Context: an optimization exercise on an open-source flow, tuned for small area and a short achievable clock period. The choices shown serve that exercise and are no tape-out recipe.
At most, simulation tests tie the RTL to the original design; equivalence was not proved.
The RTL of runs 1, 2 and 6 was laid out without a check of its function.
Power and IR drop assume default switching activity.

`design/flow/config.mk`:
```
export PLATFORM = sky130hd
export DESIGN_NAME = trace_top
export DESIGN_NICKNAME = trace_top
export VERILOG_FILES = /design/flow/design.v
export SDC_FILE = /design/flow/constraint.sdc
export NUM_CORES = 4
export LEC_CHECK = 0
export CAP_MARGIN = 20
export CORE_MARGIN = 2
export CORE_UTILIZATION = 40
export SETUP_SLACK_MARGIN = 1.5
export SLEW_MARGIN = 20
```
`design/flow/constraint.sdc`:
```
create_clock -name core_clock -period 4.0 [get_ports {fe_clk}]
set_input_delay 0.8000 -clock core_clock [delete_from_list [all_inputs] [get_ports {fe_clk}]]
set_output_delay 0.8000 -clock core_clock [all_outputs]
set_load 0.01 [all_outputs]
```
`design/flow/design.v`:
```
`default_nettype none
package trace_pkg;
  localparam int num_rules       = 2;
  localparam int buf_bytes       = 4;
  localparam int buf_width       = buf_bytes * 8;
  localparam int fifo_depth      = 16;
  localparam int fifo_addr_width = 4;
  typedef struct packed {
    logic [15-num_rules-8:0] pad;    
    logic [num_rules-1:0]    rules;
    logic [7:0]              stamp;
  } event_t;
  localparam logic [7:0] reg_ctrl         = 8'h00;
  localparam logic [7:0] reg_rule_en      = 8'h01;
  localparam logic [7:0] reg_trig_en      = 8'h02;
  localparam logic [7:0] reg_trig_delay   = 8'h03;
  localparam logic [7:0] reg_trig_width   = 8'h04;
  localparam logic [7:0] reg_status       = 8'h05;
  localparam logic [7:0] reg_fifo_lo      = 8'h06;
  localparam logic [7:0] reg_fifo_hi      = 8'h07;
  localparam logic [7:0] reg_count0       = 8'h08;
  localparam logic [7:0] reg_count1       = 8'h09;
  localparam logic [7:0] reg_pattern_base = 8'h10;    
  localparam logic [7:0] reg_mask_base    = 8'h20;    
  localparam logic [1:0] trig_idle  = 2'd0;
  localparam logic [1:0] trig_wait  = 2'd1;
  localparam logic [1:0] trig_pulse = 2'd2;
endpackage
`default_nettype wire
`timescale 1ns/1ps
`default_nettype none
module trace_top (
  input  logic       fe_clk,
  input  logic       reset,
  input  logic [7:0] reg_addr,
  input  logic [7:0] reg_wdata,
  input  logic       reg_write,
  input  logic       reg_read,
  output logic [7:0] reg_rdata,
  input  logic [7:0] trace_data,
  input  logic       trace_valid,
  output logic       capturing,
  output logic       trig_out
);
  logic       page0;           
  logic [7:0] grp;             
  logic [7:0] lo;              
  assign page0 = (reg_addr[7:6] == 2'b00);
  always_comb begin
    grp = '0; grp[reg_addr[5:3]] = 1'b1;
    lo  = '0; lo[reg_addr[2:0]]  = 1'b1;
  end
  logic [7:0] wd;
  assign wd = reg_wdata & {8{~reset}};
  logic wr0;                   
  logic wrp, wrm;              
  assign wr0 = reg_write & page0 & grp[0];
  assign wrp = reg_write & page0 & grp[2];
  assign wrm = reg_write & page0 & grp[4];
  logic [31:0] pat0, pat1, msk0, msk1;
  logic [1:0]  rule_en, trig_en;
  logic [7:0]  trig_delay, trig_width;
  logic        armed, arm_pulse;
  always_ff @(posedge fe_clk) begin
    for (int b = 0; b < 4; b++) begin
      if (reset | (wrp & lo[b]))     pat0[8*b +: 8] <= wd;
      if (reset | (wrp & lo[b+4]))   pat1[8*b +: 8] <= wd;
      if (reset | (wrm & lo[b]))     msk0[8*b +: 8] <= wd;
      if (reset | (wrm & lo[b+4]))   msk1[8*b +: 8] <= wd;
    end
    if (reset | (wr0 & lo[0])) armed      <= wd[0];
    if (reset | (wr0 & lo[1])) rule_en    <= wd[1:0];
    if (reset | (wr0 & lo[2])) trig_en    <= wd[1:0];
    if (reset | (wr0 & lo[3])) trig_delay <= wd;
    if (reset | (wr0 & lo[4])) trig_width <= wd;
    arm_pulse <= wr0 & lo[0] & wd[0];
  end
  assign capturing = armed;
  logic [31:0] tbuf;           
  logic        byte_seen;
  logic [1:0]  match;
  logic [1:0]  hit;
  always_ff @(posedge fe_clk) begin
    if (reset | trace_valid)
      tbuf <= {tbuf[23:0], trace_data} & {32{~reset}};
    byte_seen <= trace_valid & ~reset;
    match     <= hit & {2{byte_seen & ~reset}};
  end
  assign hit[0] = rule_en[0] & ~|((tbuf ^ pat0) & msk0);
  assign hit[1] = rule_en[1] & ~|((tbuf ^ pat1) & msk1);
  logic [7:0] cnt0, cnt1;
  always_ff @(posedge fe_clk) begin
    cnt0 <= (cnt0 + {7'b0, match[0] & ~&cnt0}) & {8{~reset}};
    cnt1 <= (cnt1 + {7'b0, match[1] & ~&cnt1}) & {8{~reset}};
  end
  logic [7:0] stamp;
  always_ff @(posedge fe_clk) begin
    stamp <= (stamp + {7'b0, byte_seen}) & {8{~(reset | arm_pulse)}};
  end
  logic       ev_write;
  logic [1:0] ev_rules;
  logic [7:0] ev_stamp;
  always_ff @(posedge fe_clk) begin
    ev_write <= armed & (|match) & ~reset;
    ev_rules <= match;
    ev_stamp <= stamp;
  end
  logic [9:0] mem [16];
  logic [4:0] wp, rp;
  logic       ovf;
  logic       empty, full, pop, push;
  logic [9:0] head;
  assign empty = (wp == rp);
  assign full  = (wp[4] != rp[4]) && (wp[3:0] == rp[3:0]);
  assign head  = mem[rp[3:0]];
  assign push  = ev_write & ~full;
  assign pop   = reg_read & page0 & grp[0] & lo[7] & ~empty;
  always_ff @(posedge fe_clk) begin
    if (push)
      mem[wp[3:0]] <= {ev_rules, ev_stamp};
  end
  always_ff @(posedge fe_clk) begin
    wp  <= (wp + {4'b0, push}) & {5{~reset}};
    rp  <= (rp + {4'b0, pop}) & {5{~reset}};
    ovf <= ((ev_write & full) | (ovf & ~arm_pulse)) & ~reset;
  end
  logic       busy;
  logic [7:0] tcnt;
  logic       start, tcnt_zero, tcnt_le1;
  assign start     = ~busy & armed & |(match & trig_en);
  assign tcnt_zero = (tcnt == 8'h00);
  assign tcnt_le1  = (tcnt[7:1] == 7'h00);
  always_ff @(posedge fe_clk) begin
    if (reset) begin
      busy     <= 1'b0;
      trig_out <= 1'b0;
    end else if (!busy) begin
      busy <= start;
    end else if (!trig_out) begin
      if (tcnt_zero) trig_out <= 1'b1;
    end else if (tcnt_le1) begin
      busy     <= 1'b0;
      trig_out <= 1'b0;
    end
  end
  always_ff @(posedge fe_clk) begin
    if (!busy)
      tcnt <= trig_delay;
    else if (!trig_out && tcnt_zero)
      tcnt <= trig_width;
    else
      tcnt <= tcnt - 8'd1;
  end
  logic [7:0] g0, g1, g2, g4, rd_value;
  always_comb begin
    case (reg_addr[2:0])
      3'd0: g0 = {7'b0, armed};
      3'd1: g0 = {6'b0, rule_en};
      3'd2: g0 = {6'b0, trig_en};
      3'd3: g0 = trig_delay;
      3'd4: g0 = trig_width;
      3'd5: g0 = {4'b0, busy, ovf, full, empty};
      3'd6: g0 = empty ? 8'h00 : head[7:0];
      default: g0 = empty ? 8'h00 : {6'b0, head[9:8]};
    endcase
    case (reg_addr[2:0])
      3'd0: g1 = cnt0;
      3'd1: g1 = cnt1;
      default: g1 = 8'h00;
    endcase
    case (reg_addr[2:0])
      3'd0: g2 = pat0[7:0];
      3'd1: g2 = pat0[15:8];
      3'd2: g2 = pat0[23:16];
      3'd3: g2 = pat0[31:24];
      3'd4: g2 = pat1[7:0];
      3'd5: g2 = pat1[15:8];
      3'd6: g2 = pat1[23:16];
      default: g2 = pat1[31:24];
    endcase
    case (reg_addr[2:0])
      3'd0: g4 = msk0[7:0];
      3'd1: g4 = msk0[15:8];
      3'd2: g4 = msk0[23:16];
      3'd3: g4 = msk0[31:24];
      3'd4: g4 = msk1[7:0];
      3'd5: g4 = msk1[15:8];
      3'd6: g4 = msk1[23:16];
      default: g4 = msk1[31:24];
    endcase
    rd_value = ({8{grp[0]}} & g0) | ({8{grp[1]}} & g1) |
               ({8{grp[2]}} & g2) | ({8{grp[4]}} & g4);
    rd_value = rd_value & {8{page0 & ~reset}};
  end
  always_ff @(posedge fe_clk) begin
    if (reset | reg_read)
      reg_rdata <= rd_value;
  end
endmodule
`default_nettype wire
```
`design/flow/run.sh`:
```
#!/bin/bash
# synth_recipe.tcl (not shown) runs the flow's synth.tcl, then flattens the netlist and writes it again
# the make line also repeats each setting of config.mk as NAME=value (left out here)
make -C /OpenROAD-flow-scripts/flow DESIGN_CONFIG=/design/flow/config.mk WORK_HOME=/design/flow/orfs CLKGATE_MAP_FILE= SYNTH_SCRIPT=/design/flow/synth_recipe.tcl finish
```
==> out/metrics.csv, run 1 <==
stage,metric,value,unit
logic_synthesis,synth_top_area_cell,edfxtp_1,
setup_path,endpoint_kind,register,
placed_design,hpwl,31270,µm
die,ios,39,
sta,period_minus_slack,2.548,ns
route,route.detailed.drc,0,
logic_synthesis,synth_top_area_share,61.35,%
pwr,leakage,7.165,nW
run,cap_violations,0,
route,wl_per_cell,26.38,µm
grt,grt_overflow_total,0,
die,die_w,210.7,µm
route,wirelength,47610,µm
setup_path,crit_slowest_cell,a222oi_1,
clock_tree,cts-buffers-inserted,45,
logic_synthesis,netlist_instances,1112,
final_layout,drive_gt1_share,22.67,%
final_layout,nets,1279,
logic_synthesis,ys_async_sr_fraction,0,%
setup_path,cp_top_family,compound AO/OA/AOI/OAI gates,
route,drtPass1Iterations,11,
pwr,irDropWorstVdd,0.3406,mV
logic_synthesis,mappedNetlistArea,17080,µm²
grt,antenna_found_initial,1,
grt,grt_max_degree,52,
route,drt_iter0_drc,1389,
setup_path,cp_data_arrival_time,2.82,ns
logic_synthesis,yosys_most_used_dff,edfxtp_1,
final_layout,final_cells,1805,
sta,finalSetupViolCount,0,
sta,fin_ws,1.452,ns
die,core-area,42040,µm²
clock_tree,clkLatencyLatePin,0.56,ns
grt,grt_pass1_wl,68610,µm
clock_tree,cts_tree,yes,
hold_path,hp-class,register to register,
die,row_count,75,
die,fp.dieH,210.7,µm
logic_synthesis,synth_edf_count,349,
route,ant_nets,0,
die,initial_core_util,40.63,%
logic_synthesis,ys_top_cells_by_area,"edfxtp_1 (61%), dfxtp_1 (7.0%), mux4_2 (5.7%), xor2_1 (4.4%), nor2b_1 (2.0%)",
logic_synthesis,synth.avg_cell_area,15.36,µm²
pwr,power.total,0.009693,W
final_layout,antennaDiodeCount,0,
sta,rsz0062_at_grt,yes,
placed_design,gp_congestion,0.9127,
setup_path,critPathKind,input pin to register,
logic_synthesis,netlist-cell-type-count,60,
route,vias,10700,
clock_tree,cts.sinks,409,
route,via_per_inst,5.926,
clock_tree,clk_pin_slew,0.06,ns
setup_path,path_max_fanout,21,
setup_path,critPathBufInv,3,
clock_tree,root_buffer,clkbuf_16,
logic_synthesis,yosysSeqAreaShare,68.39,%
sta,hold_viol,0,
final_layout,num-fill-cells,3564,
grt,grt_pass1_vias,10480,
final_layout,design_area,20800,µm²
sta,finalCritPeriodShare,63.70,%
setup_path,path_cells,"buf_4, inv_4, ha_2, buf_12, and2_4, a222oi_1, a41oi_2, o31ai_2, o21ai_1",
clock_tree,postCtsHoldBufs,0,
sta,slew_violations,0,
sta,max_slew.worst_pin.slew,0.8308,ns
sta,max_freq,392.5,MHz
pwr,p_per_area,466.0,nW/µm²
placed_design,placed_area,18550,µm²
logic_synthesis,yosysWarnings,1,
final_layout,syn_to_final_growth,21.78,%
grt,grtUsageTotal,21.25,%
final_layout,multi_input_area,5532,µm²
placed_design,io_buffers,38,
logic_synthesis,synthTopCellsByCount,"edfxtp_1 (349), xor2_1 (85), nor2_1 (65), dfxtp_1 (60), nor2b_1 (55)",
setup_path,crit_required,4.27,ns
sta,clock_skew,0.02396,ns
clock_tree,cts_htree_levels,2,
final_layout,regArea,11700,µm²
setup_path,start_kind,input pin,
setup_path,critPathMaxStageDelay,0.54,ns
logic_synthesis,yosysMostFrequentCell,edfxtp_1,
sta,tns,0,ns
placed_design,dp_slack,0.3562,ns
die,dieArea,44370,µm²
logic_synthesis,synth_nets,1161,
sta,relSlewSlack,44.61,%
outcome,status,finished clean,
clock_tree,cts_buffer_depth,3,
logic_synthesis,ys_ff_latch,409,
placed_design,place_inst,1684,
==> sequential cells by signal, indices dropped and copies added, names as in the netlist, 2 cells and up <==
register and count:
trig_width 8, cnt0 8, pat0 32, ev_stamp 8
trig_delay 8, ev_rules 2, cnt1 8, wp 5
match 2, pat1 32, msk0 32, mem 160
stamp 8, rp 5, reg_rdata 8, tbuf 32
trig_en 2, rule_en 2, tcnt 8, msk1 32
==> cell type report <==
| class | instances | share of cell area (%) |
|---|---|---|
| Sequential cell | 409 | 56.24 |
| Multi-Input combinational cell | 632 | 26.59 |
| Inverter | 16 | 0.3368 |
| Tap cell | 539 | 3.242 |
| Timing Repair Buffer | 126 | 6.526 |
| Clock inverter | 20 | 1.029 |
| Clock buffer | 63 | 6.033 |
==> report_power, final <==
part / leakage, nW / switching, W / internal, W
logic: 2.62 / 0.000348 / 0.000270
clock network: 0.725 / 0.00166 / 0.00245
registers: 3.83 / 0.000171 / 0.00479
total: 7.17 / 0.00218 / 0.00752
==> cell families (layout without fill, tap and decap cells) <==
logic type,after synthesis,after routing,share of synthesized area [%]
flops,409,409,68.39
compound gates,188,188,8.636
fa+ha+maj,20,20,1.465
buf+inv,71,225,1.729
simple gates,270,270,8.211
xor+xnor,95,95,4.871
mux,59,59,6.702
==> path summary, 6_finish.rpt <==
kind                     from      endpoint  slack, ns  cells after the start
setup / recovery  reg_addr[0]  reg_rdata[5]       1.45                      9
hold / removal       stamp[0]   ev_stamp[0]       0.36                      0
setup reg to reg        rp[0]  reg_rdata[5]       1.58                      5
hold reg to reg      stamp[0]   ev_stamp[0]       0.36                      0
==> worst register-to-register path: stages (launching register included) <==
cell	delay [ns]
dfxtp_4	0.43
buf_12	0.17
mux4_2	0.54
mux4_2	0.55
a222oi_1	0.30
o21ai_1	0.14
==> routing by layer <==
metal | vias up | GRT usage (%) | part of all wire, %
met5 | - | 0 | 0
li1 | 4622 | - | -
met4 | 0 | 7.237 | 2.9
met1 | 5385 | 30.38 | 42
met2 | 610 | 30.74 | 43
met3 | 80 | 6.631 | 12
==> per-stage QoR <==
stage          hold slack [ns]  utilization (%)
6_report                0.3611            49.48
5_1_grt                 0.3760            49.48
4_1_cts                 0.3621            48.84
3_5_place_dp            0.3526            44.12
3_3_place_gp            0.3395            44.12
2_1_floorplan           0.3345                -
==> layout by cell type, fill, tap and decap left out, drive strengths merged, types with 16 or more instances in the layout <==
cell,n
edfxtp,349
buf,87
xor2,85
clkbuf,68
nor2,65
dfxtp,60
nor2b,55
mux4,43
nand3,42
nand2,35
clkdlybuf4s50,31
a222oi,30
a22oi,23
a22o,23
ha,20
clkinv,17
o21bai,16
==> repair_timing <==
action,in CTS,in global routing
resized for setup,44,44
cloned,2,3
pin swaps,22,14
endpoints found under the setup margin,281,196
endpoints found under the hold margin,0,0
buffers inserted,23,10
==> inputs of run 2 (changes only) <==
--- a/design/flow/config.mk
+++ b/design/flow/config.mk
@@ -9,4 +9,4 @@
 export CORE_MARGIN = 2
 export CORE_UTILIZATION = 40
-export SETUP_SLACK_MARGIN = 1.5
+export SETUP_SLACK_MARGIN = 1.9
 export SLEW_MARGIN = 20
==> run 2 against run 1 <==
Against the previous run: still clean on timing, DRC and antenna; worst setup slack improved by 0.16 ns; critical path type unchanged; clock skew rose by 0.0052 ns; first-iteration DRC count up 9.9%; critical path depth stayed put; synthesized area stayed put.
==> out/metrics.csv, run 2 <==
stage,metric,value,unit,change
final_layout,final_common_cell,edfxtp_1,,
die,dieArea,44370,µm²,unchanged
grt,grt_max_degree,51,,-1.9%
final_layout,final_cells,1885,,+4.4%
final_layout,final_cell_mix,"edfxtp_1 (349), buf_4 (91), xor2_1 (81)",,
pwr,p_per_area,438.3,nW/µm²,-5.9%
die,die_w,210.7,µm,unchanged
pwr,leakage,7.732,nW,+7.9%
pwr,p_int,0.007551,W,+0.46%
logic_synthesis,synth_top_area_share,61.35,%,unchanged
logic_synthesis,synthTopCellsByCount,"edfxtp_1 (349), xor2_1 (85), nor2_1 (65), dfxtp_1 (60), nor2b_1 (55)",,
grt,grt_pass1_wl,72780,µm,+6.1%
die,ios,39,,unchanged
setup_path,crit_required,4.29,ns,+0.02 ns
logic_synthesis,synth_edf_count,349,,unchanged
clock_tree,cts_tree,yes,,
logic_synthesis,ys_async_sr_fraction,0,%,unchanged
logic_synthesis,synth.avg_cell_area,15.36,µm²,unchanged
clock_tree,cts_htree_levels,2,,unchanged
sta,hold_viol,0,,unchanged
logic_synthesis,ys_ff_latch,409,,unchanged
hold_path,holdPathStages,0,,unchanged
pwr,irDropWorstVdd,0.3669,mV,+7.7%
grt,grtUsageTotal,22.59,%,+1.3 points
pwr,netSwitchingPower,0.002233,W,+2.6%
setup_path,r2r-end,reg_rdata[5],,
logic_synthesis,netlist-cell-type-count,60,,unchanged
logic_synthesis,yosysMostFrequentCell,edfxtp_1,,
sta,finalCritPeriodShare,59.81,%,-3.9 points
hold_path,hp-start,stamp[0],,
die,row_count,75,,unchanged
grt,antenna_found_initial,0,,-1
setup_path,start_kind,input pin,,
setup_path,reg2reg_slack,1.64,ns,+0.06 ns
run,cap_violations,0,,unchanged
route,via_per_inst,5.885,,-0.70%
route,vias,11090,,+3.7%
grt,grt_overflow_total,0,,unchanged
sta,tns,0,ns,unchanged
clock_tree,root_buffer,clkbuf_16,,
clock_tree,cts-buffers-inserted,43,,-4.4%
placed_design,io_buffers,38,,unchanged
die,core-area,42040,µm²,unchanged
pwr,sw_frac_of_total,22.82,%,+0.37 points
route,drtPass1Iterations,9,,-2
grt,grt_pass1_vias,10840,,+3.5%
logic_synthesis,yosys_most_used_dff,edfxtp_1,,
route,wirelength,50180,µm,+5.4%
sta,relSlewSlack,56.29,%,+12 points
sta,period_minus_slack,2.392,ns,-0.1556 ns
final_layout,nets,1361,,+6.4%
logic_synthesis,netlist_instances,1112,,unchanged
route,drt_iter0_drc,1527,,+9.9%
sta,slew_violations,0,,unchanged
clock_tree,cts.sinks,409,,unchanged
setup_path,critPathMaxStageDelay,0.45,ns,-0.09 ns
sta,rsz0062_at_grt,yes,,
sta,max_freq,418.0,MHz,+6.5%
route,route.detailed.drc,0,,unchanged
logic_synthesis,synth_nets,1161,,unchanged
clock_tree,clkLatencyLatePin,0.58,ns,+0.02 ns
logic_synthesis,mappedNetlistArea,17080,µm²,unchanged
die,fp.dieH,210.7,µm,unchanged
placed_design,place_inst,1667,,-1.0%
setup_path,crit_slowest_cell,a222oi_1,,
final_layout,num-fill-cells,3346,,-6.1%
setup_path,r2r_cells,5,,unchanged
logic_synthesis,yosysWarnings,1,,unchanged
route,ant_nets,0,,unchanged
hold_path,hold_end,ev_stamp[0],,
setup_path,crit_path_frequent_cell,ha_4,,
pwr,comb_power_share,7.0,%,+0.6 points
setup_path,cp_data_arrival_time,2.68,ns,-0.14 ns
final_layout,largest_register_ffs,160,,unchanged
sta,clock_skew,0.02920,ns,+0.005239 ns
clock_tree,cts_buffer_depth,3,,unchanged
setup_path,path_cells,"buf_12, inv_6, ha_4, ha_4, clkbuf_4, a222oi_1, a41oi_1, o31ai_2, o221ai_2",,
setup_path,critPathKind,input pin to register,,
setup_path,reg2reg_from,rp[0],,
final_layout,drive_gt1_share,32.24,%,+9.6 points
pwr,pwr-share-seq,50.8,%,-0.4 points
hold_path,hp-class,register to register,,
final_layout,syn_to_final_growth,30.68,%,
logic_synthesis,ys_top_cells_by_area,"edfxtp_1 (61%), dfxtp_1 (7.0%), mux4_2 (5.7%), xor2_1 (4.4%), nor2b_1 (2.0%)",,
clock_tree,clk_pin_slew,0.06,ns,about the same
sta,finalSetupViolCount,0,,unchanged
logic_synthesis,synth_top_area_cell,edfxtp_1,,
pwr,p_clk_share,42.2,%,-0.2 points
sta,max_slew.worst_pin.slew,0.6547,ns,-0.1761 ns
route,wl_per_cell,26.62,µm,+0.92%
logic_synthesis,yosysSeqAreaShare,68.39,%,unchanged
die,initial_core_util,40.63,%,unchanged
setup_path,path_max_fanout,5,,-76%
setup_path,endpoint_kind,register,,
final_layout,antennaDiodeCount,0,,unchanged
outcome,status,finished clean,,
placed_design,hpwl,31750,µm,+1.5%
placed_design,gp_congestion,0.9301,,+1.9%
-- run 2: cell counts after synthesis --
No cell type changed its count.
-- run 2: logic make-up after synthesis --
group / after synthesis / synth area share (%)
fa+ha+maj: 20 / 1.465
xor+xnor: 95 / 4.871
mux: 59 / 6.702
compound gates: 188 / 8.636
flops: 409 / 68.39
buf+inv: 71 / 1.729
simple gates: 270 / 8.211
-- run 2: metal layers --
metal / vias up / track usage, % / routed length [µm]
li1: 4785 / - / -
met1: 5583 / 32.35 / 21680
met2: 605 / 33.91 / 22170
met3: 120 / 5.204 / 4422
met4: 0 / 7.989 / 1904
met5: - / 0 / 0
-- run 2: power by group through the flow --
| stage | registers, W | clock network [W] | logic (W) |
|---|---|---|---|
| 2_1_floorplan | 0.00497 | 0 | 0.000360 |
| 3_3_place_gp | 0.00505 | 0 | 0.000554 |
| 3_5_place_dp | 0.00505 | 0 | 0.000559 |
| 4_1_cts | 0.00496 | 0.00419 | 0.000649 |
| 5_1_grt | 0.00497 | 0.00436 | 0.000728 |
| 6_report | 0.00497 | 0.00413 | 0.000689 |
-- run 2: stage by stage --
stage	utilization [%]	instance area (µm²)	hold slack [ns]	power (W)	setup slack, ns
finish	53.10	22320	0.3669	0.009784	1.608
global placement	44.60	18750	0.3432	0.005608	0.1231
CTS	52.04	21880	0.3715	0.009796	1.630
floorplan	-	17790	0.3345	0.005329	1.426
global route	53.10	22320	0.3723	0.01007	1.579
detailed placement	44.60	18750	0.3594	0.005609	0.09037
-- run 2: worst max-delay path, delay by kind of cell --
kind                       cells  cell delay, ns
adders and majority gates      2            0.35
buffers and inverters          3            0.32
AOI/OAI and AO/OA              4            1.21
-- run 2: layout make-up --
cell class / count / area (µm²) / area share [%]
inverters: 16 / 100.1 / 0.4484
well taps: 539 / 674.4 / 3.021
clock buffers: 49 / 1099 / 4.921
clock inverters: 30 / 356.6 / 1.597
multi-input cells: 632 / 6023 / 26.98
repair buffers: 210 / 2367 / 10.60
flip-flops and latches: 409 / 11700 / 52.42
-- run 2: how the worst max path moves through the flow --
stage,from,endpoint,cells past startpoint
finish,reg_addr[1],reg_rdata[4],9
global placement,reg_addr[0],reg_rdata[7],9
floorplan,reg_addr[4],rp[4],10
CTS,rp[0],reg_rdata[5],5
detailed placement,reg_addr[0],reg_rdata[7],9
global route,rp[0],reg_rdata[5],5
-- run 2: timing repair --
action,4_1_cts,5_1_grt
setup endpoints to repair,340,312
cloned,7,0
pin swaps,66,45
resized for setup,165,49
hold buffers,0,0
setup buffers,103,29
==> inputs of run 3 (changes only) <==
--- a/design/flow/design.v
+++ b/design/flow/design.v
@@ -43,19 +43,36 @@
   output logic       trig_out
 );
-  logic       page0;           
-  logic [7:0] grp;             
+  function automatic [7:0] inc8(input [7:0] q, input en);
+    integer i;
+    for (i = 0; i < 8; i = i + 1)
+      inc8[i] = q[i] ^ (en & (&(q | ~((8'd1 << i) - 8'd1))));
+  endfunction
+  function automatic [7:0] dec8(input [7:0] q);
+    integer i;
+    for (i = 0; i < 8; i = i + 1)
+      dec8[i] = q[i] ^ (&(~q | ~((8'd1 << i) - 8'd1)));
+  endfunction
+  function automatic [3:0] inc4(input [3:0] q, input en);
+    integer i;
+    for (i = 0; i < 4; i = i + 1)
+      inc4[i] = q[i] ^ (en & (&(q | ~((4'd1 << i) - 4'd1))));
+  endfunction
+  logic page0;
+  logic hi0, hi1, hi2, hi4;    
+  assign page0 = (reg_addr[7:6] == 2'b00);
+  assign hi0   = (reg_addr[7:3] == 5'b00000);
+  assign hi1   = (reg_addr[7:3] == 5'b00001);
+  assign hi2   = (reg_addr[7:3] == 5'b00010);
+  assign hi4   = (reg_addr[7:3] == 5'b00100);
   logic [7:0] lo;              
-  assign page0 = (reg_addr[7:6] == 2'b00);
-  always_comb begin
-    grp = '0; grp[reg_addr[5:3]] = 1'b1;
-    lo  = '0; lo[reg_addr[2:0]]  = 1'b1;
-  end
+  always_comb
+    for (int i = 0; i < 8; i++)
+      lo[i] = (reg_addr[2:0] == i[2:0]);
   logic [7:0] wd;
   assign wd = reg_wdata & {8{~reset}};
-  logic wr0;                   
-  logic wrp, wrm;              
-  assign wr0 = reg_write & page0 & grp[0];
-  assign wrp = reg_write & page0 & grp[2];
-  assign wrm = reg_write & page0 & grp[4];
+  logic wr0, wrp, wrm;
+  assign wr0 = reg_write & hi0;
+  assign wrp = reg_write & hi2;
+  assign wrm = reg_write & hi4;
   logic [31:0] pat0, pat1, msk0, msk1;
   logic [1:0]  rule_en, trig_en;
@@ -77,11 +94,12 @@
   end
   assign capturing = armed;
-  logic [31:0] tbuf;           
+  localparam logic [31:0] INV = 32'hff00ff00;
+  logic [31:0] tbq, tbuf;      
   logic        byte_seen;
-  logic [1:0]  match;
-  logic [1:0]  hit;
+  logic [1:0]  match, hit;
+  assign tbuf = tbq ^ INV;
   always_ff @(posedge fe_clk) begin
     if (reset | trace_valid)
-      tbuf <= {tbuf[23:0], trace_data} & {32{~reset}};
+      tbq <= ({tbuf[23:0], trace_data} & {32{~reset}}) ^ INV;
     byte_seen <= trace_valid & ~reset;
     match     <= hit & {2{byte_seen & ~reset}};
@@ -91,11 +109,10 @@
   logic [7:0] cnt0, cnt1;
   always_ff @(posedge fe_clk) begin
-    cnt0 <= (cnt0 + {7'b0, match[0] & ~&cnt0}) & {8{~reset}};
-    cnt1 <= (cnt1 + {7'b0, match[1] & ~&cnt1}) & {8{~reset}};
+    cnt0 <= inc8(cnt0, match[0] & ~&cnt0) & {8{~reset}};
+    cnt1 <= inc8(cnt1, match[1] & ~&cnt1) & {8{~reset}};
   end
   logic [7:0] stamp;
-  always_ff @(posedge fe_clk) begin
-    stamp <= (stamp + {7'b0, byte_seen}) & {8{~(reset | arm_pulse)}};
-  end
+  always_ff @(posedge fe_clk)
+    stamp <= inc8(stamp, byte_seen) & {8{~(reset | arm_pulse)}};
   logic       ev_write;
   logic [1:0] ev_rules;
@@ -107,21 +124,25 @@
   end
   logic [9:0] mem [16];
-  logic [4:0] wp, rp;
-  logic       ovf;
-  logic       empty, full, pop, push;
+  logic [3:0] wp, rp;
+  logic       empty, full, ovf;
+  logic       pop, push;
   logic [9:0] head;
-  assign empty = (wp == rp);
-  assign full  = (wp[4] != rp[4]) && (wp[3:0] == rp[3:0]);
-  assign head  = mem[rp[3:0]];
-  assign push  = ev_write & ~full;
-  assign pop   = reg_read & page0 & grp[0] & lo[7] & ~empty;
-  always_ff @(posedge fe_clk) begin
-    if (push)
-      mem[wp[3:0]] <= {ev_rules, ev_stamp};
-  end
-  always_ff @(posedge fe_clk) begin
-    wp  <= (wp + {4'b0, push}) & {5{~reset}};
-    rp  <= (rp + {4'b0, pop}) & {5{~reset}};
-    ovf <= ((ev_write & full) | (ovf & ~arm_pulse)) & ~reset;
+  assign head = mem[rp];
+  assign push = ev_write & ~full;
+  assign pop  = reg_read & hi0 & lo[7] & ~empty;
+  always_ff @(posedge fe_clk) begin
+    for (int i = 0; i < 16; i++)
+      if (push & (wp == i[3:0]))
+        mem[i] <= {ev_rules, ev_stamp};
+  end
+  logic wp1_eq_rp, rp1_eq_wp;
+  assign wp1_eq_rp = (inc4(wp, 1'b1) == rp);
+  assign rp1_eq_wp = (inc4(rp, 1'b1) == wp);
+  always_ff @(posedge fe_clk) begin
+    wp    <= inc4(wp, push) & {4{~reset}};
+    rp    <= inc4(rp, pop) & {4{~reset}};
+    full  <= ~reset & (full ? ~pop : (push & ~pop & wp1_eq_rp));
+    empty <= reset | (empty ? ~push : (pop & ~push & rp1_eq_wp));
+    ovf   <= ((ev_write & full) | (ovf & ~arm_pulse)) & ~reset;
   end
   logic       busy;
@@ -150,5 +171,5 @@
       tcnt <= trig_width;
     else
-      tcnt <= tcnt - 8'd1;
+      tcnt <= dec8(tcnt);
   end
   logic [7:0] g0, g1, g2, g4, rd_value;
@@ -189,7 +210,6 @@
       default: g4 = msk1[31:24];
     endcase
-    rd_value = ({8{grp[0]}} & g0) | ({8{grp[1]}} & g1) |
-               ({8{grp[2]}} & g2) | ({8{grp[4]}} & g4);
-    rd_value = rd_value & {8{page0 & ~reset}};
+    rd_value = (({8{hi0}} & g0) | ({8{hi1}} & g1) |
+                ({8{hi2}} & g2) | ({8{hi4}} & g4)) & {8{~reset}};
   end
   always_ff @(posedge fe_clk) begin
--- a/design/flow/config.mk
+++ b/design/flow/config.mk
@@ -9,4 +9,7 @@
 export CORE_MARGIN = 2
 export CORE_UTILIZATION = 40
-export SETUP_SLACK_MARGIN = 1.9
+export CTS_BUF_LIST = sky130_fd_sc_hd__clkbuf_16
+export CTS_CLUSTER_DIAMETER = 60
+export CTS_CLUSTER_SIZE = 20
+export SETUP_SLACK_MARGIN = 1.7
 export SLEW_MARGIN = 20
==> run 3 against run 2 <==
Against the previous run: critical path type is now register to register; wire length fell by 5.2%; fmax rose by 3.0%; sequential share of layout area up 5.9 points; sequential cell count did not move; clock skew is 0.0033 ns lower; worst hold slack better by 0.0038 ns; core utilization down 6.2 points.
==> out/metrics.csv, run 3 <==
stage,metric,value,unit,change
pwr,irDropWorstVdd,0.3360,mV,-8.4%
clock_tree,root_buffer,clkbuf_16,,
die,die_w,211.7,µm,+0.50%
route,drtPass1Iterations,7,,-2
clock_tree,cts_tree,yes,,
run,cap_violations,0,,unchanged
setup_path,cp_data_arrival_time,2.65,ns,-0.03 ns
logic_synthesis,synth_edf_count,349,,unchanged
setup_path,crit_required,4.32,ns,+0.03 ns
grt,grt_max_degree,63,,+24%
placed_design,place_inst,1760,,+5.6%
clock_tree,cts.sinks,409,,unchanged
final_layout,num-fill-cells,3711,,+11%
clock_tree,cts_buffer_depth,3,,unchanged
grt,grt_util_met2,31.17,%,-2.7 points
grt,grt_pass1_wl,69080,µm,-5.1%
logic_synthesis,synth_top_area_share,60.73,%,-0.63 points
logic_synthesis,synth_top_area_cell,edfxtp_1,,
clock_tree,clk_pin_slew,0.08,ns,+0.02 ns
placed_design,hpwl,32130,µm,+1.2%
sta,fin_ws,1.677,ns,+0.06960 ns
grt,grtUsageMet3,5.207,%,about the same
hold_path,hp-class,register to register,,
logic_synthesis,yosys_most_used_dff,edfxtp_1,,
final_layout,largest_register_ffs,160,,unchanged
pwr,p_per_area,444.1,nW/µm²,+1.3%
sta,tns,0,ns,unchanged
sta,clock_skew,0.02593,ns,-0.003271 ns
clock_tree,clkLatencyLatePin,0.60,ns,+0.02 ns
logic_synthesis,ys_ff_latch,409,,unchanged
pwr,netSwitchingPower,0.002089,W,-6.4%
logic_synthesis,synth_top_family_by_area,compound AO/OA/AOI/OAI gates,,
sta,relSlewSlack,38.92,%,-17 points
logic_synthesis,synth-xor-area-share,4.872,%,about the same
logic_synthesis,ys_async_sr_fraction,0,%,unchanged
logic_synthesis,muxShareOfSynthArea,4.966,%,-1.7 points
setup_path,endpoint_kind,register,,
sta,rsz0062_at_grt,yes,,
pwr,leakage,6.686,nW,-14%
logic_synthesis,synth_nets,1244,,+7.1%
die,ios,39,,unchanged
final_layout,fin_util,46.87,%,-6.2 points
final_layout,syn_to_final_growth,16.23,%,
final_layout,final_cells,1835,,-2.7%
pwr,sw_frac_of_total,23.46,%,+0.63 points
logic_synthesis,synthTopCellsByCount,"edfxtp_1 (349), nor2_1 (102), dfxtp_1 (60), nand2_1 (55), xor2_1 (49)",,
placed_design,io_buffers,38,,unchanged
die,row_count,76,,+1.3%
logic_synthesis,synth-simple-area-share,8.367,%,+0.16 points
placed_design,gp_congestion,0.9433,,+1.4%
clock_tree,cts_htree_levels,1,,-1
route,route.detailed.drc,0,,unchanged
die,fp.dieH,211.7,µm,+0.50%
grt,busiest_layer,met1,,
die,core-area,42790,µm²,+1.8%
logic_synthesis,synth.avg_cell_area,14.42,µm²,-6.1%
setup_path,critPathKind,register to register,,
final_layout,nets,1312,,-3.6%
sta,slew_violations,0,,unchanged
grt,use_met1,31.28,%,-1.1 points
pwr,comb_power_share,6.0,%,-1.0 points
logic_synthesis,yosysMostFrequentCell,edfxtp_1,,
setup_path,start_kind,register,,
grt,antenna_found_initial,3,,+3
route,via_per_inst,5.926,,+0.71%
die,initial_core_util,40.33,%,-0.30 points
grt,grt_pass1_vias,10410,,-4.0%
sta,finalCritPeriodShare,58.07,%,-1.7 points
route,ant_nets,0,,unchanged
pwr,p_int,0.006818,W,-9.7%
logic_synthesis,synthAdderAreaFrac,1.305,%,-0.16 points
grt,grtUsageTotal,21.18,%,-1.4 points
pwr,p_clk_share,38.5,%,-3.7 points
clock_tree,cts-buffers-inserted,31,,-28%
sta,period_minus_slack,2.323,ns,-0.06960 ns
setup_path,path_max_fanout,5,,unchanged
final_layout,final_cell_mix,"edfxtp_1 (349), nor2_1 (99), dfxtp_1 (56)",,
logic_synthesis,mappedNetlistArea,17260,µm²,+1.0%
route,drt_iter0_drc,1441,,-5.6%
logic_synthesis,yosysSeqAreaShare,67.69,%,-0.70 points
sta,max_freq,430.5,MHz,+3.0%
pwr,pwr-share-seq,55.5,%,+4.7 points
logic_synthesis,netlist_instances,1197,,+7.6%
die,dieArea,44820,µm²,+1.0%
placed_design,dp_slack,0.7091,ns,+0.6188 ns
logic_synthesis,netlist-cell-type-count,71,,+18%
logic_synthesis,ys_top_cells_by_area,"edfxtp_1 (61%), dfxtp_1 (7.0%), mux4_2 (2.7%), xor2_1 (2.5%), xnor2_1 (2.4%)",,
grt,grt_overflow_total,0,,unchanged
final_layout,final_common_cell,edfxtp_1,,
sta,hold_viol,0,,unchanged
sta,finalSetupViolCount,0,,unchanged
route,wirelength,47590,µm,-5.2%
route,vias,10880,,-2.0%
sta,max_slew.worst_pin.slew,0.9163,ns,+0.2616 ns
logic_synthesis,synth_compound_area_share,10.48,%,+1.8 points
outcome,status,finished clean,,
logic_synthesis,yosysWarnings,2,,+1
route,wl_per_cell,25.93,µm,-2.6%
final_layout,drive_gt1_share,17.78,%,-14 points
## run 3: repair_timing
action	CTS	global route
gates cloned	0	1
pin swaps	9	17
setup buffers	11	6
gates resized for setup	52	29
setup endpoints to repair	84	38
hold buffers	0	0
## run 3: cell families after synthesis
logic type | after synthesis
simple gates | 291
fa+ha+maj | 18
xor+xnor | 96
flops | 409
buf+inv | 83
compound gates | 243
mux | 57
## run 3: layout make-up
cell class	count	area [µm²]	share of cell area (%)
flip-flops and latches	409	11690	58.30
multi-input cells	705	5562	27.73
repair buffers	100	930.9	4.641
clock buffers	31	775.7	3.868
well taps	546	683.2	3.406
clock inverters	25	342.8	1.709
inverters	18	67.56	0.3368
diodes	1	2.502	0.01248
## run 3: final timing paths
check        depth (start not counted)  slack [ns]     start           end
min reg2reg                          0        0.37  stamp[7]   ev_stamp[7]
max                                  9        1.68     rp[1]  reg_rdata[5]
min                                  0        0.37  stamp[7]   ev_stamp[7]
max reg2reg                          9        1.68     rp[1]  reg_rdata[5]
## run 3: critical path, stage by stage (launching register included)
cell and delay (ns):
dfxtp_4 0.37, buf_6 0.12, ha_4 0.18, buf_12 0.14
a222oi_1 0.36, a311oi_1 0.16, nor3_2 0.29, a21oi_2 0.11
a221oi_2 0.18, o22ai_1 0.12
## run 3: through the flow
stage / hold slack [ns] / instance area, µm² / power (W)
finish: 0.3707 / 20060 / 0.008907
global route: 0.3828 / 20060 / 0.009168
CTS: 0.3716 / 19820 / 0.008947
detailed placement: 0.3609 / 18430 / 0.005552
global placement: 0.3528 / 18420 / 0.005552
floorplan: 0.3476 / 17380 / 0.005300
## run 3: power by group through the flow
stage / Sequential, W / Clock [W] / Combinational, W
after floorplan: 0.00496 / 0 / 0.000342
after global placement: 0.00504 / 0 / 0.000515
after detailed placement: 0.00503 / 0 / 0.000519
after CTS: 0.00494 / 0.00348 / 0.000527
after global routing: 0.00495 / 0.00365 / 0.000570
final: 0.00494 / 0.00343 / 0.000533
## run 3: per-layer routing
metal | up-vias | wire length [µm]
met4 | 4 | 1236
li1 | 4778 | -
met1 | 5521 | 20710
met5 | - | 23
met3 | 71 | 4647
met2 | 501 | 20970
==> inputs of run 4 (changes only) <==
--- a/design/flow/config.mk
+++ b/design/flow/config.mk
@@ -9,7 +9,4 @@
 export CORE_MARGIN = 2
 export CORE_UTILIZATION = 40
-export CTS_BUF_LIST = sky130_fd_sc_hd__clkbuf_16
-export CTS_CLUSTER_DIAMETER = 60
-export CTS_CLUSTER_SIZE = 20
 export SETUP_SLACK_MARGIN = 1.7
 export SLEW_MARGIN = 20
==> run 4 against run 3 <==
Against the previous run: still clean on timing, DRC and antenna; final area is 2.4% higher; register-to-register slack barely moved; critical path depth stayed put; sequential cell count is the same; worst setup slack improved by 0.0020 ns; count of clock-buffer cells in the layout is 24 higher; fmax barely moved; core utilization increased by 1.1 points; via count rose by 1.9%; critical endpoint is now reg_rdata[2].
==> out/metrics.csv, run 4 <==
stage,metric,value,unit,change
outcome,status,finished clean,,
setup_path,start_kind,register,,
route,ant_nets,0,,unchanged
grt,antenna_found_initial,3,,unchanged
final_layout,syn_to_final_growth,19.05,%,
final_layout,drive_gt1_share,19.31,%,+1.5 points
grt,grt_overflow_total,0,,unchanged
logic_synthesis,synth.avg_cell_area,14.42,µm²,unchanged
logic_synthesis,synth_edf_count,349,,unchanged
final_layout,num-fill-cells,3664,,-1.3%
clock_tree,cts_buffer_depth,3,,unchanged
placed_design,gp_congestion,0.9433,,unchanged
logic_synthesis,ys_async_sr_fraction,0,%,unchanged
sta,rsz0062_at_grt,yes,,
setup_path,crit_required,4.31,ns,about the same
pwr,p_per_area,471.1,nW/µm²,+6.1%
clock_tree,cts_tree,yes,,
hold_path,hp-class,register to register,,
sta,relSlewSlack,36.73,%,-2.2 points
sta,max_freq,430.9,MHz,about the same
sta,period_minus_slack,2.321,ns,-0.001960 ns
final_layout,largest_register_ffs,160,,unchanged
clock_tree,root_buffer,clkbuf_16,,
final_layout,nets,1336,,+1.8%
route,drtPass1Iterations,6,,-1
logic_synthesis,netlist_instances,1197,,unchanged
sta,finalCritPeriodShare,58.02,%,about the same
die,die_w,211.7,µm,unchanged
sta,slew_violations,0,,unchanged
grt,grt_pass1_wl,70010,µm,+1.3%
route,wl_per_cell,26.10,µm,+0.65%
pwr,irDropWorstVdd,0.3267,mV,-2.8%
logic_synthesis,yosysMostFrequentCell,edfxtp_1,,
clock_tree,cts-buffers-inserted,45,,+45%
setup_path,path_max_fanout,6,,+1
die,row_count,76,,unchanged
setup_path,critPathKind,register to register,,
final_layout,design_area,20540,µm²,+2.4%
logic_synthesis,ys_ff_latch,409,,unchanged
die,core-area,42790,µm²,unchanged
sta,finalSetupViolCount,0,,unchanged
route,via_per_inst,5.916,,-0.17%
route,route.detailed.drc,0,,unchanged
sta,tns,0,ns,unchanged
pwr,leakage,6.924,nW,+3.6%
logic_synthesis,synth_top_area_share,60.73,%,unchanged
run,cap_violations,0,,unchanged
sta,max_slew.worst_pin.slew,0.9447,ns,+0.02844 ns
setup_path,endpoint_kind,register,,
grt,grt_util_met2,31.07,%,-0.10 points
clock_tree,cts.sinks,409,,unchanged
sta,fin_ws,1.679,ns,+0.001960 ns
logic_synthesis,synthTopCellsByCount,"edfxtp_1 (349), nor2_1 (102), dfxtp_1 (60), nand2_1 (55), xor2_1 (49)",,
final_layout,final_cells,1873,,+2.1%
die,dieArea,44820,µm²,unchanged
final_layout,final_cell_mix,"edfxtp_1 (349), nor2_1 (99), buf_4 (63)",,
setup_path,cp_data_arrival_time,2.63,ns,-0.02 ns
final_layout,final_common_cell,edfxtp_1,,
logic_synthesis,yosysSeqAreaShare,67.69,%,unchanged
logic_synthesis,netlist-cell-type-count,71,,unchanged
logic_synthesis,ys_top_cells_by_area,"edfxtp_1 (61%), dfxtp_1 (7.0%), mux4_2 (2.7%), xor2_1 (2.5%), xnor2_1 (2.4%)",,
grt,grt_max_degree,63,,unchanged
grt,busiest_layer,met1,,
die,initial_core_util,40.33,%,unchanged
placed_design,hpwl,32130,µm,unchanged
route,vias,11080,,+1.9%
final_layout,multi_input_area,5572,µm²,+0.18%
final_layout,regArea,11690,µm²,unchanged
hold_path,holdPathStages,0,,unchanged
logic_synthesis,synth_top_area_cell,edfxtp_1,,
logic_synthesis,yosys_most_used_dff,edfxtp_1,,
logic_synthesis,mappedNetlistArea,17260,µm²,unchanged
logic_synthesis,yosysWarnings,2,,unchanged
grt,use_met1,31.68,%,+0.40 points
grt,grtUsageMet3,5.682,%,+0.47 points
sta,clock_skew,0.02015,ns,-0.005779 ns
clock_tree,postCtsHoldBufs,0,,unchanged
route,wirelength,48890,µm,+2.7%
die,ios,39,,unchanged
grt,grt_pass1_vias,10590,,+1.7%
clock_tree,cts_htree_levels,2,,+1
clock_tree,clk_pin_slew,0.06,ns,-0.02 ns
grt,grtUsageTotal,21.61,%,+0.42 points
logic_synthesis,synth_nets,1244,,unchanged
clock_tree,clkLatencyLatePin,0.59,ns,about the same
sta,hold_slack,0.3675,ns,-0.003161 ns
placed_design,placed_area,18430,µm²,unchanged
route,drt_iter0_drc,1538,,+6.7%
die,fp.dieH,211.7,µm,unchanged
setup_path,r2r_cells,9,,unchanged
placed_design,io_buffers,38,,unchanged
placed_design,dp_slack,0.7091,ns,unchanged
placed_design,place_inst,1760,,unchanged
sta,hold_viol,0,,unchanged
[run 4: cell types whose count changed in the layout (fill, tap and decap cells not counted), sizes merged]
cell           before  now
bufinv              5    4
clkbuf             32   57
buf                65   74
clkdlybuf4s15       1    0
inv                29   22
clkinv              9   18
dlygate4sd2         9   10
clkinvlp            0    3
[run 4: cells by family after synthesis]
| group | after synthesis | synth area share, % |
|---|---|---|
| compound gates | 243 | 10.48 |
| simple gates | 291 | 8.367 |
| fa+ha+maj | 18 | 1.305 |
| mux | 57 | 4.966 |
| xor+xnor | 96 | 4.872 |
| flops | 409 | 67.69 |
| buf+inv | 83 | 2.327 |
[run 4: critical path: stages (launching register included)]
cell      delay (ns)
dfxtp_4         0.37
buf_6           0.12
ha_4            0.19
buf_6           0.13
buf_4           0.14
a221oi_2        0.32
mux4_2          0.33
nand2_4         0.09
a221oi_4        0.24
o22ai_1         0.11
[run 4: worst paths after layout]
path	startpoint	slack (ns)	endpoint
setup / recovery	rp[1]	1.68	reg_rdata[2]
hold / removal	stamp[7]	0.37	ev_stamp[7]
setup reg to reg	rp[1]	1.68	reg_rdata[2]
hold reg to reg	stamp[7]	0.37	ev_stamp[7]
[run 4: layer usage]
layer	up-vias	routed length, µm	share of wire [%]
li1	4834	-	-
met1	5592	21450	44
met2	557	21140	43
met3	94	4760	9.7
met4	4	1503	3.1
met5	-	26	0.053
[run 4: timing repair]
| item | 4_1_cts | 5_1_grt |
|---|---|---|
| pin swaps | 11 | 17 |
| endpoints found under the setup margin | 97 | 37 |
| setup buffers | 16 | 10 |
| gates cloned | 0 | 2 |
| resized for setup | 58 | 24 |
[run 4: through the flow]
| stage | power [W] | util, % |
|---|---|---|
| after global placement | 0.005552 | 43.05 |
| final | 0.009678 | 48.01 |
| after CTS | 0.009716 | 47.35 |
| after global routing | 0.009952 | 48.01 |
| after detailed placement | 0.005552 | 43.07 |
| after floorplan | 0.005300 | - |
[run 4: area by class of cell]
type	count	area share, %
inverters	18	0.3289
diodes	1	0.01218
well taps	546	3.325
flip-flops and latches	409	56.92
clock inverters	29	1.389
multi-input cells	705	27.12
repair buffers	110	4.994
clock buffers	55	5.914
[run 4: power breakdown]
part           total (W)  switching, W  internal [W]
Combinational   0.000537      0.000301      0.000236
Sequential       0.00495      0.000161       0.00479
Clock            0.00419       0.00175       0.00244
==> inputs of run 5 (changes only) <==
==> design/flow/flow/run.sh (new file) <==
#!/bin/bash
# Standard layout, with the port buffers made from buf_4 cells instead of
# the resizer's default pick.
set -euo pipefail
export BUFFER_PORTS_ARGS="-buffer_cell sky130_fd_sc_hd__buf_4"
bash standard.sh > standard.log 2>&1
==> design/flow/standard.sh (new file) <==
#!/bin/bash
# synth_recipe.tcl (not shown) runs the flow's synth.tcl, then flattens the netlist and writes it again
# the make line also repeats each setting of config.mk as NAME=value (left out here)
make -C /OpenROAD-flow-scripts/flow DESIGN_CONFIG=/design/flow/config.mk WORK_HOME=/design/flow/orfs CLKGATE_MAP_FILE= SYNTH_SCRIPT=/design/flow/synth_recipe.tcl "${@:-finish}"
--- a/design/flow/config.mk
+++ b/design/flow/config.mk
@@ -9,4 +9,7 @@
 export CORE_MARGIN = 2
 export CORE_UTILIZATION = 40
+export CTS_BUF_LIST = sky130_fd_sc_hd__clkbuf_16
+export CTS_CLUSTER_DIAMETER = 60
+export CTS_CLUSTER_SIZE = 20
 export SETUP_SLACK_MARGIN = 1.7
 export SLEW_MARGIN = 20
removed: design/flow/run.sh
==> run 5 against run 4 <==
Against the previous run: worst hold slack worse by 0.0023 ns; largest power group unchanged; largest cell class unchanged; register-to-register slack better by 0.06 ns; fmax is 2.4% higher; first-iteration DRC count is 23% lower.
==> out/metrics.csv, run 5 <==
stage,metric,value,unit,change
outcome,status,finished clean,,
logic_synthesis,synthTopCellsByCount,"edfxtp_1 (349), nor2_1 (102), dfxtp_1 (60), nand2_1 (55), xor2_1 (49)",,
run,cap_violations,0,,unchanged
final_layout,syn_to_final_growth,16.57,%,
setup_path,reg2reg_from,rp[0],,
final_layout,largest_register_ffs,160,,unchanged
setup_path,critPathBufInv,2,,-1
setup_path,endpoint_kind,register,,
die,fp.dieH,211.7,µm,unchanged
hold_path,hold_end,ev_stamp[7],,
logic_synthesis,ys_top_cells_by_area,"edfxtp_1 (61%), dfxtp_1 (7.0%), mux4_2 (2.7%), xor2_1 (2.5%), xnor2_1 (2.4%)",,
setup_path,crit_slowest_cell,dfxtp_4,,
final_layout,drive_gt1_share,20.43,%,+1.1 points
placed_design,hpwl,31390,µm,-2.3%
placed_design,placed_area,18330,µm²,-0.58%
logic_synthesis,ys_async_sr_fraction,0,%,unchanged
setup_path,r2r-end,reg_rdata[5],,
logic_synthesis,synth_nets,1244,,unchanged
clock_tree,cts.sinks,409,,unchanged
die,initial_core_util,40.33,%,unchanged
grt,grt_pass1_vias,10370,,-2.0%
clock_tree,postCtsHoldBufs,0,,unchanged
final_layout,design_area,20120,µm²,-2.1%
sta,max_freq,441.4,MHz,+2.4%
setup_path,cp_data_arrival_time,2.55,ns,-0.08 ns
setup_path,path_cells,"inv_2, ha_4, buf_8, a222oi_1, a311oi_1, nor3_2, a21oi_1, a221oi_2, o22ai_1",,
setup_path,reg2reg_slack,1.73,ns,+0.06 ns
setup_path,start_kind,register,,
sta,hold_slack,0.3652,ns,-0.002332 ns
grt,grt_overflow_total,0,,unchanged
route,drtPass1Iterations,7,,+1
logic_synthesis,synth.avg_cell_area,14.42,µm²,unchanged
logic_synthesis,yosysSeqAreaShare,67.69,%,unchanged
grt,grtUsageTotal,21.05,%,-0.55 points
sta,rsz0062_at_grt,yes,,
final_layout,final_common_cell,edfxtp_1,,
hold_path,hp-class,register to register,,
die,dieArea,44820,µm²,unchanged
sta,finalSetupViolCount,0,,unchanged
logic_synthesis,yosysWarnings,2,,unchanged
logic_synthesis,netlist_instances,1197,,unchanged
route,via_per_inst,5.889,,-0.46%
clock_tree,root_buffer,clkbuf_16,,
clock_tree,clk_pin_slew,0.08,ns,+0.02 ns
sta,period_minus_slack,2.266,ns,-0.05509 ns
sta,tns,0,ns,unchanged
pwr,leakage,6.732,nW,-2.8%
sta,slew_violations,0,,unchanged
setup_path,cp_top_family,compound AO/OA/AOI/OAI gates,,
sta,hold_viol,0,,unchanged
clock_tree,cts-buffers-inserted,34,,-24%
die,ios,39,,unchanged
placed_design,place_inst,1755,,-0.28%
logic_synthesis,netlist-cell-type-count,71,,unchanged
grt,grt_pass1_wl,68720,µm,-1.8%
logic_synthesis,synth_top_area_share,60.73,%,unchanged
route,wirelength,47020,µm,-3.8%
logic_synthesis,mappedNetlistArea,17260,µm²,unchanged
pwr,p_per_area,449.2,nW/µm²,-4.6%
hold_path,hp-start,stamp[7],,
die,die_w,211.7,µm,unchanged
route,ant_nets,0,,unchanged
final_layout,nets,1315,,-1.6%
sta,max_slew.worst_pin.slew,0.9355,ns,-0.009189 ns
placed_design,gp_congestion,0.8971,,-4.9%
setup_path,critPathMaxStageDelay,0.39,ns,+0.02 ns
setup_path,r2r_cells,9,,unchanged
clock_tree,clkLatencyLatePin,0.56,ns,-0.03 ns
setup_path,path_max_fanout,14,,+8
clock_tree,cts_htree_levels,2,,unchanged
sta,clock_skew,0.02395,ns,+0.003804 ns
route,vias,10830,,-2.3%
grt,grt_max_degree,56,,-11%
route,wl_per_cell,25.57,µm,-2.0%
final_layout,final_cells,1839,,-1.8%
die,row_count,76,,unchanged
logic_synthesis,ys_ff_latch,409,,unchanged
route,route.detailed.drc,0,,unchanged
route,drt_iter0_drc,1179,,-23%
clock_tree,cts_buffer_depth,3,,unchanged
sta,relSlewSlack,37.63,%,+0.90 points
setup_path,crit_required,4.29,ns,-0.02 ns
final_layout,final_cell_mix,"edfxtp_1 (349), nor2_1 (99), buf_4 (79)",,
grt,antenna_found_initial,1,,-2
logic_synthesis,synth_top_area_cell,edfxtp_1,,
logic_synthesis,yosysMostFrequentCell,edfxtp_1,,
logic_synthesis,yosys_most_used_dff,edfxtp_1,,
logic_synthesis,synth_edf_count,349,,unchanged
die,core-area,42790,µm²,unchanged
setup_path,critPathKind,register to register,,
sta,finalCritPeriodShare,56.64,%,-1.4 points
pwr,irDropWorstVdd,0.2710,mV,-17%
hold_path,holdPathStages,0,,unchanged
clock_tree,cts_tree,yes,,
placed_design,io_buffers,38,,unchanged
## run 5: changes by cell type in the layout (fill, tap and decap cells not counted), moves of 4 or more
| cell | change |
|---|---|
| buf_12 | +6 |
| buf_4 | +16 |
| clkbuf_16 | -11 |
| clkinv_2 | -8 |
| dlygate4sd2_1 | -10 |
| inv_1 | +4 |
| clkinv_1 | -6 |
| clkdlybuf4s50_1 | -24 |
| clkbuf_1 | -6 |
## run 5: logic make-up after synthesis
logic type	count (synthesis)	synth area share, %
simple gates	291	8.367
buf+inv	83	2.327
flops	409	67.69
fa+ha+maj	18	1.305
xor+xnor	96	4.872
compound gates	243	10.48
mux	57	4.966
## run 5: worst reg2reg max path: stages (launching register included)
cell and delay (ns):
dfxtp_4 0.39, inv_2 0.07, ha_4 0.17, buf_8 0.15, a222oi_1 0.39, a311oi_1 0.18, nor3_2 0.24, a21oi_1 0.13
a221oi_2 0.19, o22ai_1 0.10
## run 5: final cells by class
type / instances / area [µm²]
sequential: 409 / 11690
inverter: 18 / 70.07
multi-input combinational: 706 / 5552
tap: 546 / 683.2
fill: 3736 / 22670
clock inverter: 25 / 299.0
timing repair buffer: 99 / 940.9
antenna: 1 / 2.502
clock buffer: 35 / 875.8
## run 5: worst max-delay path by stage
| stage | startpoint | to | slack, ns | cells past startpoint |
|---|---|---|---|---|
| 6_report | rp[0] | reg_rdata[5] | 1.73 | 9 |
| 5_1_grt | rp[1] | reg_rdata[0] | 1.68 | 8 |
| 3_5_place_dp | reg_addr[6] | pat1[6] | 0.74 | 5 |
| 4_1_cts | rp[1] | reg_rdata[7] | 1.67 | 9 |
| 3_3_place_gp | reg_addr[5] | pat1[0] | 0.87 | 5 |
| 2_1_floorplan | reg_addr[4] | msk1[16] | 1.63 | 3 |
## run 5: power breakdown
group,internal [W],switching (W)
Combinational,0.000241,0.000309
Sequential,0.00478,0.000147
Clock,0.00188,0.00168
Total,0.00690,0.00214
## run 5: stage by stage
step / utilization, % / worst slack (ns) / total power, W
after floorplan: - / 1.629 / 0.005300
after detailed placement: 42.82 / 0.7356 / 0.005546
after global placement: 42.81 / 0.8693 / 0.005542
after global routing: 47.01 / 1.680 / 0.009301
after CTS: 46.30 / 1.672 / 0.009076
final: 47.01 / 1.734 / 0.009037
## run 5: timing repair
item,in CTS,in global routing
cloned,1,2
gates resized for setup,45,25
endpoints found under the setup margin,74,84
endpoints found under the hold margin,0,0
buffers inserted,6,14
pin swaps,12,20
## run 5: metal layers
metal  vias to the layer above  GRT usage (%)  wire length [µm]
met5                         -              0                 0
li1                       4790              -                 -
met3                        86          4.347              4378
met1                      5446          31.35             20740
met2                       508          30.31             20250
met4                         0          7.795              1653
==> inputs of run 6 (changes only) <==
--- a/design/flow/design.v
+++ b/design/flow/design.v
@@ -115,12 +115,8 @@
   always_ff @(posedge fe_clk)
     stamp <= inc8(stamp, byte_seen) & {8{~(reset | arm_pulse)}};
-  logic       ev_write;
-  logic [1:0] ev_rules;
-  logic [7:0] ev_stamp;
-  always_ff @(posedge fe_clk) begin
-    ev_write <= armed & (|match) & ~reset;
-    ev_rules <= match;
-    ev_stamp <= stamp;
-  end
+  logic ev_now, ev_write;
+  assign ev_now = armed & (|match);
+  always_ff @(posedge fe_clk)
+    ev_write <= ev_now & ~reset;
   logic [9:0] mem [16];
   logic [3:0] wp, rp;
@@ -131,14 +127,18 @@
   assign push = ev_write & ~full;
   assign pop  = reg_read & hi0 & lo[7] & ~empty;
-  always_ff @(posedge fe_clk) begin
-    for (int i = 0; i < 16; i++)
-      if (push & (wp == i[3:0]))
-        mem[i] <= {ev_rules, ev_stamp};
-  end
   logic wp1_eq_rp, rp1_eq_wp;
+  logic [3:0] wp_n;
+  logic       nf_early;
   assign wp1_eq_rp = (inc4(wp, 1'b1) == rp);
   assign rp1_eq_wp = (inc4(rp, 1'b1) == wp);
-  always_ff @(posedge fe_clk) begin
-    wp    <= inc4(wp, push) & {4{~reset}};
+  assign wp_n      = inc4(wp, push);
+  assign nf_early  = ~full & ~(push & wp1_eq_rp);
+  always_ff @(posedge fe_clk) begin
+    for (int i = 0; i < 16; i++)
+      if (ev_now & (wp_n == i[3:0]) & (nf_early | pop))
+        mem[i] <= {match, stamp};
+  end
+  always_ff @(posedge fe_clk) begin
+    wp    <= wp_n & {4{~reset}};
     rp    <= inc4(rp, pop) & {4{~reset}};
     full  <= ~reset & (full ? ~pop : (push & ~pop & wp1_eq_rp));
==> design/flow/run.sh (new file) <==
#!/bin/bash
# synth_recipe.tcl (not shown) runs the flow's synth.tcl, then flattens the netlist and writes it again
# the make line also repeats each setting of config.mk as NAME=value (left out here)
make -C /OpenROAD-flow-scripts/flow DESIGN_CONFIG=/design/flow/config.mk WORK_HOME=/design/flow/orfs CLKGATE_MAP_FILE= SYNTH_SCRIPT=/design/flow/synth_recipe.tcl finish
removed: design/flow/flow/run.sh
removed: design/flow/standard.sh
==> run 6 against run 5 <==
Against the previous run: still clean; sequential share of layout area shrank 2.8 points; via count up 5.4%; synthesized cell count is the same; fmax fell by 13%; global-route usage grew 1.3 points; worst hold slack better by 0.069 ns; critical endpoint is now mem[6][6]; largest cell class unchanged.
==> out/metrics.csv, run 6 <==
stage,metric,value,unit,change
sta,slew_violations,0,,unchanged
placed_design,dp_slack,0.3884,ns,-0.3471 ns
final_layout,drive_gt1_share,23.16,%,+2.7 points
final_layout,largest_register_ffs,160,,unchanged
route,vias,11410,,+5.4%
die,initial_core_util,40.34,%,about the same
pwr,power.total,0.008761,W,-3.0%
clock_tree,cts_htree_levels,1,,-1
sta,hold_viol,0,,unchanged
die,ios,39,,unchanged
grt,antenna_found_initial,1,,unchanged
setup_path,path_cells,"ha_4, ha_4, xor2_1, nor2_1, a41o_1, a21oi_4, or3b_4, buf_6, nor2_4, buf_12, buf_16",,
die,dieArea,43770,µm²,-2.3%
clock_tree,clkLatencyLatePin,0.60,ns,+0.04 ns
pwr,p_int,0.006671,W,-3.3%
setup_path,endpoint_kind,register,,
grt,grt_max_degree,64,,+14%
logic_synthesis,synthTopCellsByCount,"edfxtp_1 (349), nor2_1 (113), nand2_1 (60), dfxtp_1 (50), o21ai_0 (49)",,
final_layout,final_common_cell,edfxtp_1,,
logic_synthesis,mappedNetlistArea,16840,µm²,-2.4%
logic_synthesis,ys_ff_latch,399,,-2.4%
logic_synthesis,ys_top_cells_by_area,"edfxtp_1 (62%), dfxtp_1 (5.9%), nor2_1 (2.5%), xnor2_1 (2.5%), xor2_1 (2.4%)",,
die,core-area,41760,µm²,-2.4%
grt,grt_pass1_wl,72530,µm,+5.5%
logic_synthesis,synth_nets,1241,,-0.24%
setup_path,path_max_fanout,5,,-9
logic_synthesis,synth_top_area_share,62.21,%,+1.5 points
logic_synthesis,synth.avg_cell_area,14.07,µm²,-2.4%
setup_path,crit_slowest_cell,or3b_4,,
route,ant_nets,0,,unchanged
sta,fin_ws,1.401,ns,-0.3338 ns
setup_path,critPathKind,register to register,,
final_layout,syn_to_final_growth,23.20,%,
logic_synthesis,yosysMostFrequentCell,edfxtp_1,,
die,die_w,209.2,µm,-1.2%
route,drt_iter0_drc,1518,,+29%
sta,finalCritPeriodShare,64.99,%,+8.3 points
grt,grt_pass1_vias,10850,,+4.6%
outcome,status,finished clean,,
pwr,sw_frac_of_total,23.86,%,+0.19 points
logic_synthesis,synth_edf_count,349,,unchanged
logic_synthesis,netlist-cell-type-count,59,,-17%
sta,clock_skew,0.02390,ns,-0.00005810 ns
placed_design,gp_congestion,0.9058,,+0.97%
sta,max_slew.worst_pin.slew,1.148,ns,+0.2128 ns
clock_tree,cts_tree,yes,,
sta,tns,0,ns,unchanged
setup_path,critPathMaxStageDelay,0.44,ns,+0.05 ns
logic_synthesis,synth_top_area_cell,edfxtp_1,,
pwr,p_clk_share,38.4,%,-1.0 points
clock_tree,cts_buffer_depth,3,,unchanged
grt,grt_overflow_total,0,,unchanged
pwr,comb_power_share,6.6,%,+0.5 points
setup_path,cp_data_arrival_time,2.92,ns,+0.37 ns
final_layout,final_cell_mix,"edfxtp_1 (349), nor2_1 (97), buf_4 (69)",,
sta,rsz0062_at_grt,yes,,
setup_path,start_kind,register,,
die,fp.dieH,209.2,µm,-1.2%
placed_design,place_inst,1762,,+0.40%
logic_synthesis,netlist_instances,1197,,unchanged
route,wl_per_cell,26.44,µm,+3.4%
final_layout,final_cells,1896,,+3.1%
logic_synthesis,yosys_most_used_dff,edfxtp_1,,
logic_synthesis,ys_async_sr_fraction,0,%,unchanged
route,route.detailed.drc,0,,unchanged
logic_synthesis,yosysWarnings,2,,unchanged
pwr,leakage,7.058,nW,+4.8%
die,row_count,75,,-1.3%
route,wirelength,50130,µm,+6.6%
clock_tree,cts-buffers-inserted,31,,-8.8%
clock_tree,root_buffer,clkbuf_16,,
sta,relSlewSlack,23.33,%,-14 points
clock_tree,cts.sinks,399,,-2.4%
sta,max_freq,384.7,MHz,-13%
hold_path,hp-class,input pin to register,,
grt,grtUsageTotal,22.40,%,+1.3 points
placed_design,hpwl,33030,µm,+5.2%
route,via_per_inst,6.019,,+2.2%
sta,period_minus_slack,2.599,ns,+0.3338 ns
pwr,pwr-share-seq,55.0,%,+0.5 points
pwr,p_per_area,422.1,nW/µm²,-6.0%
setup_path,crit_required,4.32,ns,+0.03 ns
route,drtPass1Iterations,5,,-2
pwr,irDropWorstVdd,0.3162,mV,+17%
run,cap_violations,0,,unchanged
pwr,netSwitchingPower,0.002090,W,-2.3%
logic_synthesis,yosysSeqAreaShare,68.16,%,+0.47 points
setup_path,crit_path_frequent_cell,ha_4,,
sta,finalSetupViolCount,0,,unchanged
clock_tree,clk_pin_slew,0.08,ns,about the same
placed_design,io_buffers,38,,unchanged
final_layout,nets,1375,,+4.6%
run 6: cell types whose count changed after synthesis, moves of 6 or more:
cell       delta
nor2_1       +11
a22oi_1      +19
a221oi_1      -6
o21bai_1     -25
o21ai_0      +27
dfxtp_1      -10
nand3_1      +16
a2111oi_0     +8
a22o_1        -6
buf_2        -15
clkbuf_1     +11
a211oi_1      -6
nand2b_1     -16
run 6: path summary, 6_finish.rpt:
path / start / endpoint / slack, ns / cells past startpoint
worst min-delay path: reset / byte_seen / 0.43 / 2
worst max register to register: wp[0] / mem[6][6] / 1.40 / 11
worst max-delay path: wp[0] / mem[6][6] / 1.40 / 11
worst min register to register: ev_write / ovf / 0.50 / 2
run 6: cells by family after synthesis:
family / share of synthesized area (%)
compound gates: 10.38
mux: 4.650
simple gates: 8.698
flops: 68.16
buf+inv: 1.894
fa+ha+maj: 1.114
xor+xnor: 5.103
run 6: final cells by class:
| type | count | area, µm² |
|---|---|---|
| Fill cell | 3437 | 21010 |
| Clock inverter | 27 | 322.8 |
| Timing Repair Buffer | 160 | 1838 |
| Clock buffer | 31 | 775.7 |
| Inverter | 18 | 72.57 |
| Multi-Input combinational cell | 721 | 5575 |
| Sequential cell | 399 | 11490 |
| Tap cell | 539 | 674.4 |
| Antenna cell | 1 | 2.502 |
run 6: layer usage:
layer | GRT usage [%] | vias up | wire length, µm
met5 | 0 | - | 18
met4 | 6.330 | 2 | 1399
met3 | 4.118 | 89 | 5225
met2 | 33.77 | 671 | 22200
met1 | 33.21 | 5738 | 21290
li1 | - | 4912 | -
run 6: power groups by stage:
| stage | Sequential [W] | Clock, W | Combinational, W |
|---|---|---|---|
| floorplan | 0.00485 | 0 | 0.000330 |
| global placement | 0.00491 | 0 | 0.000540 |
| detailed placement | 0.00491 | 0 | 0.000539 |
| CTS | 0.00482 | 0.00339 | 0.000566 |
| global route | 0.00484 | 0.00354 | 0.000610 |
| finish | 0.00482 | 0.00336 | 0.000577 |
run 6: worst max-delay path, delay by kind of cell (launching register included):
| family | cells | cell delay, ns |
|---|---|---|
| AND/OR/NAND/NOR | 3 | 0.62 |
| buffers and inverters | 3 | 0.36 |
| XOR/XNOR | 1 | 0.15 |
| adder cells (fa/ha/maj) | 2 | 0.43 |
| AO/OA/AOI/OAI | 2 | 0.42 |
| flip-flops | 1 | 0.34 |
run 6: stage by stage:
stage	util (%)	hold slack [ns]	cell area, µm²
after floorplan	-	0.4479	17060
after global placement	43.55	0.4833	18190
after detailed placement	43.55	0.4822	18190
after CTS	48.62	0.4119	20300
after global routing	49.69	0.4375	20750
final	49.70	0.4338	20750
run 6: repair_timing:
| action | 4_1_cts | 5_1_grt |
|---|---|---|
| cloned | 4 | 5 |
| buffers inserted | 47 | 19 |
| gates resized for setup | 86 | 59 |
| pin swaps | 35 | 47 |
| hold endpoints to repair | 0 | 0 |
| setup endpoints to repair | 262 | 253 |
| hold buffers | 0 | 0 |

## separate check: timing with driven ports
The results above use ideal ports. As a check the final layouts listed here were re-extracted and re-timed, cells and wires unchanged. Step 1 sets driving cells, clkbuf_16 on the clock port and buf_2 on the other inputs (assumed; they add their load-dependent delay and slew). Step 2 also shifts input and output timing later by t, the mid clock arrival at the registers, as if the neighbouring blocks saw the same clock. Three values: ideal ports, drivers, drivers and shift; two values: the first two.
run | shift t [ns] | setup WS [ns] | worst slew at a driven data input, ns
run 1 | 0.604 | 1.452 / 1.421 / 0.817 | 0.08
run 2 | 0.623 | 1.608 / 1.594 / 0.972 | 0.07
run 3 | 0.647 | 1.677 / 1.677 / 1.048 | 0.12
run 4 | 0.633 | 1.679 / 1.679 / 1.090 | 0.12
run 5 | 0.605 | 1.734 / 1.734 / 1.162 | 0.12
run 6 | 0.648 | 1.401 / 1.401 / 0.820 | 0.04
After both steps setup and hold are still met in every run listed. For run 2, which loses most, drivers alone change the setup slack by -0.014 ns; drivers and shift together by -0.636 ns.
